Background: an optimization exercise with open tools, aiming at small area, a short achievable clock period and few clock cycles per item. Do not read the settings as production practice. Function was checked by simulation only, so behaviour that the tests miss may differ from the original. Power figures rest on the tool's default switching activity, not on a simulated workload.

== build 62 ==
## wbps_top
module wbps_top (
  input  wire logic        clk_i,
  input  wire logic        rst_ni,
  input  wire logic        cfg_we_i,
  input  wire logic [2:0]  cfg_idx_i,
  input  wire logic [63:0] cfg_data_i,
  input  wire logic        in_valid_i,
  input  wire logic [7:0]  in_byte_i,
  input  wire logic        in_last_i,
  output logic             in_stall_o,
  output logic             out_valid_o,
  output logic             out_found_o,
  output logic [15:0]      out_offset_o,
  input  wire logic        out_stall_i
);
  wbps_pkg::in_t  in_data;
  wbps_pkg::out_t out_data;
  assign in_data.region_byte = in_byte_i;
  assign in_data.region_end  = in_last_i;
  assign out_found_o         = out_data.found;
  assign out_offset_o        = out_data.match_offset;
  wildcard_byte_pattern_scanner_core u_core (
    .clk_i       (clk_i),
    .rst_ni      (rst_ni),
    .cfg_we_i    (cfg_we_i),
    .cfg_idx_i   (cfg_idx_i),
    .cfg_data_i  (cfg_data_i),
    .in_valid_i  (in_valid_i),
    .in_data_i   (in_data),
    .in_stall_o  (in_stall_o),
    .out_valid_o (out_valid_o),
    .out_data_o  (out_data),
    .out_stall_i (out_stall_i)
  );
endmodule
Size: ~1100 cells after synthesis, roughly 320 flip-flops, about 0.015 mm² of cells after synthesis.
==> flow/config.mk <==
export PLATFORM = sky130hd
export DESIGN_NAME = wbps_top
export DESIGN_NICKNAME = wbps_top
export VERILOG_FILES = /design/flow/design.v
export SDC_FILE = /design/flow/constraint.sdc
export NUM_CORES = 4
export LEC_CHECK = 0
export CAP_MARGIN = 0
export CORE_MARGIN = 2
export CORE_UTILIZATION = 62
export CTS_BUF_LIST = sky130_fd_sc_hd__clkbuf_16
export CTS_CLUSTER_DIAMETER = 80
export CTS_CLUSTER_SIZE = 32
export PLACE_DENSITY = 0.75
export SETUP_SLACK_MARGIN = 4.4
export SLEW_MARGIN = 0
==> flow/constraint.sdc <==
create_clock -name core_clock -period 7.5 [get_ports {clk_i}]
set_input_delay 1.5000 -clock core_clock [delete_from_list [all_inputs] [get_ports {clk_i}]]
set_output_delay 1.5000 -clock core_clock [all_outputs]
set_load 0.01 [all_outputs]
standard.sh (not shown) runs the stock make flow with config.mk's settings and CLKGATE_MAP_FILE= SYNTH_SCRIPT=/design/flow/synth_recipe.tcl, a recipe that flattens the netlist after the stock synthesis.
==> flow/flow/run.sh <==
#!/bin/bash
# Standard layout, with plain buf_1 cells as the port buffers.
set -euo pipefail
bash standard.sh "BUFFER_PORTS_ARGS=-buffer_cell sky130_fd_sc_hd__buf_1" finish > standard_flow.log 2>&1
Build 62 finished every step from synthesis to the final layout, and the layout passed the timing, design-rule and antenna checks.
Testbench counts of build 62, summed over its fixed seeds: cycles 110,095, items 109,783.
#### Input delta (build 75 over build 62)
Settings: changing SLEW_MARGIN from 0 to 20; changing CTS_CLUSTER_SIZE from 32 to 24; changing CTS_CLUSTER_DIAMETER from 80 to 70; changing CTS_BUF_LIST from sky130_fd_sc_hd__clkbuf_16 to sky130_fd_sc_hd__clkbuf_8 sky130_fd_sc_hd__clkbuf_16; changing CAP_MARGIN from 0 to 20.
Results
Build 75: done, clean on timing, DRC and antenna
Compared with build 62, build 75 degrades post-route standard cell area excluding fillers.
Build 62 and build 75 ended up with nearly the same power attributed to sequential cells.
Going from build 62 to build 75, the detailed-route wire length on metal 1 was found to have gone down by about 1.6%.
Build 75 reports a lower relative contribution of combinational cells to total power than build 62 does.
Between build 62 and build 75, the static leakage power is higher for build 75.
## Diff of input files: build 95 against build 75
Settings: CTS_CLUSTER_DIAMETER: 70 -> 80; CTS_CLUSTER_SIZE: 24 -> 32; CTS_BUF_LIST: sky130_fd_sc_hd__clkbuf_8 sky130_fd_sc_hd__clkbuf_16 -> sky130_fd_sc_hd__clkbuf_16.
==> notes.md <==
- Every stage of the flow completed for build 95, and the final layout passed the timing, design-rule and antenna checks.
- On number of vias after detailed routing, build 75 tracks build 95 almost exactly.
- Worst hold slack across build 95 and build 75: no real change.
- Build 95 vs build 75: relative area change from synthesis to final layout down in build 95
#### Input delta (build 71 over build 95)
Settings: PLACE_DENSITY now 0.85, was 0.75; CORE_UTILIZATION now 72, was 62.
==> comparison <==
- Between build 95 and build 71, the difference in post-route fraction of the period consumed by the critical path is negligible.
- Build 71 vs. build 95: number of top-level pins saw little to no change; routed wire length saw a decrease.


Starting RTL as in the previous note.
clock: 7.5 ns
lec_check: 0
cap_margin: 20
core_margin: 2
core_utilization: 62
cts_buf_list: sky130_fd_sc_hd__clkbuf_16
cts_cluster_diameter: 70
cts_cluster_size: 36
place_density: 0.75
setup_slack_margin: 4.4
slew_margin: 20
Scripts as last shown in full above: flow/flow/run.sh
The baseline finished with timing, DRC and antenna clean.
Testbench counts at the start, summed over its fixed seeds: cycles 110,095, items 109,783.
Then changed:
==> flow/run.sh (new file) <==
#!/bin/bash
# synth_recipe.tcl (not shown) runs the flow's synth.tcl, then flattens the netlist and writes it again
# the make line also repeats each setting of config.mk as NAME=value (left out here)
make -C /OpenROAD-flow-scripts/flow DESIGN_CONFIG=/design/flow/config.mk WORK_HOME=/design/flow/orfs CLKGATE_MAP_FILE= SYNTH_SCRIPT=/design/flow/synth_recipe.tcl finish
- CTS_CLUSTER_DIAMETER: 70 -> 80
- CTS_CLUSTER_SIZE: 36 -> 32
removed: flow/flow/run.sh
removed: flow/standard.sh
The new run completed with no timing, DRC or antenna violations.
Count of clock-buffer cells in the layout came out lower by 2.
Clock skew drops by 0.011 ns.
Utilization rose by 1.9 points.
Worst setup slack gets worse by 0.0051 ns.
Sequential share of layout area went down by 1.6 points.
Combinational power climbs by 10%.
Synthesized cell count is unchanged.
Synthesized area stays the same.
Die area is unchanged.
Sequential power hardly moves.
Non-clock buffer count grows by 3.
Then changed:
==> flow/flow/run.sh (new file) <==
#!/bin/bash
# Standard layout, with plain buf_1 cells as the port buffers.
set -euo pipefail
bash standard.sh "BUFFER_PORTS_ARGS=-buffer_cell sky130_fd_sc_hd__buf_1" finish > standard_flow.log 2>&1
==> flow/standard.sh (new file) <==
#!/bin/bash
# synth_recipe.tcl (not shown) runs the flow's synth.tcl, then flattens the netlist and writes it again
# the make line also repeats each setting of config.mk as NAME=value (left out here)
make -C /OpenROAD-flow-scripts/flow DESIGN_CONFIG=/design/flow/config.mk WORK_HOME=/design/flow/orfs CLKGATE_MAP_FILE= SYNTH_SCRIPT=/design/flow/synth_recipe.tcl "${@:-finish}"
- CAP_MARGIN: 20 -> 5
- SLEW_MARGIN: 20 -> 5
removed: flow/run.sh
Result: Via count rose by 0.97%. Design area fell by about 3.6%. Wire length rose by 2.0%. Worst hold slack degrades by 0.0042 ns. Die area does not change. Synthesized area stays the same. Core utilization fell by 2.5 points.

static timing again, ports no longer ideal:
The results above use ideal ports. As a check the final layouts listed here were re-extracted and re-timed, cells and wires unchanged.
Step 1 (the two cells are an assumption about what drives the block):
set clk [get_ports {clk_i}]
set_driving_cell -lib_cell sky130_fd_sc_hd__clkbuf_16 $clk
set_driving_cell -lib_cell sky130_fd_sc_hd__buf_2 [delete_from_list [all_inputs] $clk]
Step 2, shift: input delay + t, output delay - t, t = (earliest + latest rising clock arrival at the registers) / 2. This alone moves slack from input paths to output paths.
Three values: ideal ports, drivers, drivers and shift; two values: the first two.
run | shift t [ns] | setup slack, ns | worst setup path after step 2 | slew at the worst register clock pin (ns)
build 62 | 0.560 | 4.295 / 4.247 / 3.966 | input to register | 0.12 / 0.12
build 75 | 0.561 | 4.296 / 4.247 / 3.979 | input to register | 0.09 / 0.09
build 95 | 0.560 | 4.295 / 4.247 / 3.966 | input to register | 0.12 / 0.12
build 71 | 0.540 | 4.288 / 4.239 / 4.091 | input to register | 0.11 / 0.11
the first run of note 2 | 0.560 | 4.296 / 4.247 / 4.004 | input to register | 0.12 / 0.12
the second run of note 2 | 0.552 | 4.290 / 4.243 / 3.975 | input to register | 0.12 / 0.12
the third run of note 2 | 0.560 | 4.295 / 4.247 / 3.966 | input to register | 0.12 / 0.12
After both steps setup and hold are still met in every run listed.
